This design comes from an exercise in tuning for small area on the open sky130 flow, not from production work.
In this exercise RTL edits were held to simulation tests only and were not proved equivalent to the original.
Power figures rest on the tool's default switching activity, not on a simulated workload.

sierra:
Design pipe_top, start of the top module:
module pipe_top (
  input  logic                            clk,
  input  logic                            rst_n,
  input  logic                            instr_valid,
  input  logic [isa_pkg::INSTR_W-1:0]     instr,
  output logic                            wb_valid,
  output logic [pipe_pkg::REG_ADDR_W-1:0] wb_rd,
  output logic [pipe_pkg::XLEN-1:0]       wb_data
);
clock: 10.0 ns
lec_check: 0
cap_margin: 20
core_margin: 2
core_utilization: 40
slew_margin: 20
standard.sh (not shown) runs the stock make flow with config.mk's settings and CLKGATE_MAP_FILE= SYNTH_SCRIPT=/design/flow/synth_recipe.tcl, a recipe that flattens the netlist after the stock synthesis.
==> flow/flow/run.sh <==
#!/bin/bash
# Own layout flow: the standard ORFS flow (standard.sh) with these changes
# that only affect how the layout is built:
#  - synthesis is the standard flow's own script (synth_recipe.tcl, sourced unchanged) but
#    Yosys's ABC technology mapping runs an area-oriented script (area.abc),
#    and Yosys's synth skips its quick internal ABC pass (SYNTH_ARGS=-noabc)
#    so the full adders it extracts keep their polarity; registers are mapped
#    before ABC runs, so they are the standard ones
#  - the clock tree uses larger sink clusters (25 flops, 90 um) of clkbuf_16
#    and no dummy loads
#  - port buffers are buf_2 cells (every port still gets its own buffer)
# Every tool's output goes to orfs_make.log here and to orfs/logs/.
set -euo pipefail
W=$PWD
export FLOW_SYNTH_TCL="$W/synth_recipe.tcl"
export AREA_ABC_SCRIPT="$W/flow/area.abc"
export CTS_ARGS="-sink_clustering_enable -repair_clock_nets -dont_use_dummy_load -sink_clustering_size 25 -sink_clustering_max_diameter 90 -buf_list sky130_fd_sc_hd__clkbuf_16"
export SYNTH_ARGS="-noabc"
export BUFFER_PORTS_ARGS="-buffer_cell sky130_fd_sc_hd__buf_2"
sed "s#SYNTH_SCRIPT=$W/synth_recipe.tcl #SYNTH_SCRIPT=$W/flow/synth_area.tcl #" standard.sh > flow_standard.sh
grep -q "SYNTH_SCRIPT=$W/flow/synth_area.tcl " flow_standard.sh
bash flow_standard.sh > orfs_make.log 2>&1
==> flow/flow/area.abc <==
&get -n
&st
&syn2
&dch
&nf -R 1000
&put
==> flow/flow/synth_area.tcl <==
# The standard flow's synthesis script, unchanged, with ABC's mapping script replaced by
# the area-oriented one in AREA_ABC_SCRIPT
proc abc {args} {
  set i [lsearch -exact $args -script]
  if { $i >= 0 } {
    set args [lreplace $args $i [expr {$i + 1}] -script $::env(AREA_ABC_SCRIPT)]
  }
  yosys abc {*}$args
}
source $::env(FLOW_SYNTH_TCL)
Both conditions hold for sierra: the flow ran to the end and the final layout passed the timing, DRC and antenna checks.
Input changes introduced in violet (baseline for comparison: sierra):
Settings: a change of CAP_MARGIN from 20 to 0; a change of SLEW_MARGIN from 20 to 0.
-- flow/flow/run.sh --
<<< sierra, line 11
>>> violet, line 11
#  - power recovery (downsizing gates with positive slack) after global route
<<< sierra, line 18
>>> violet, line 19
export RECOVER_POWER=100
### Flow results
- Status | sierra and violet | clean except violet
- Nothing crashed in violet and all stages finished; the problem is that the final layout failed, the offending checks being capacitance limit, slew limit, setup timing.
- Reported for sierra and violet, count of unique library cells instantiated by Yosys turned out identical to the last digit.
- The higher count of maximum capacitance violations came out of violet.
- From violet to sierra, area after synthesis did not move at all.
- The lower share of the cycle needed by the critical path after routing of sierra and violet is in sierra.
- Higher number of clock buffers in the layout among sierra and violet: sierra
- On path length in cells of the critical path: between sierra and violet, it ends up higher for sierra.
- Comparing sierra and violet, the lower setup slack is on violet.
- Per the comparison of violet with sierra, internal power consumption shows a reduction of 67 uW, final cell count flat, final area decreased 0.89%.
- Compared with sierra, violet shows net switching power that has gone down slightly.
diff inputs: violet => nickel
Settings: SLEW_MARGIN now 20, was 0; CAP_MARGIN now 20, was 0; CORE_UTILIZATION now 45, was 40.
-- flow/flow/run.sh --
<<< violet, line 11
#  - power recovery (downsizing gates with positive slack) after global route
>>> nickel, line 11
<<< violet, line 19
export RECOVER_POWER=100
>>> nickel, line 18
Results
- nickel did not stop at any stage, and its layout met the timing, DRC and antenna checks.
- Looking only at first-pass GRT wire length, and setting everything else aside, the higher value of violet and nickel goes to nickel.
- Diff violet..nickel | synthesized cell count | unchanged
- Comparing violet and nickel, the higher combinational power is on nickel.
- Diff nickel..violet | instance area at placement | negligible
- Going from violet to nickel, placeable core region shrank by more than 10%.
- The final reports for nickel and violet show starting density of the core higher in the former.

[re-timing with driven ports]
No port has a modelled driver above. Below, the same layouts with a new extraction and two added sets of constraints.
Step 1: set_driving_cell puts a clkbuf_16 on clk and a buf_2 on each other input, an assumption about the parent block.
Step 2 times the ports against the registers' clock, not the clock port: input delays grow and output delays shrink by t, the midpoint of the rising clock arrivals with the driver on.
Three values: no drivers, after step 1, after step 2; two values: the first two.
run	shift t [ns]	setup slack, ns	worst setup path at the end	clock arrival spread, ns
sierra	0.991	0.626 / 0.626 / 0.626	register to register	0.139 / 0.139
violet	0.988	-0.480 / -0.480 / -1.307	input to register	0.144 / 0.144
nickel	0.952	0.587 / 0.587 / 0.587	register to register	0.147 / 0.146
For violet, which loses most, drivers alone change the setup slack by 0.000 ns; drivers and shift together by -0.827 ns.
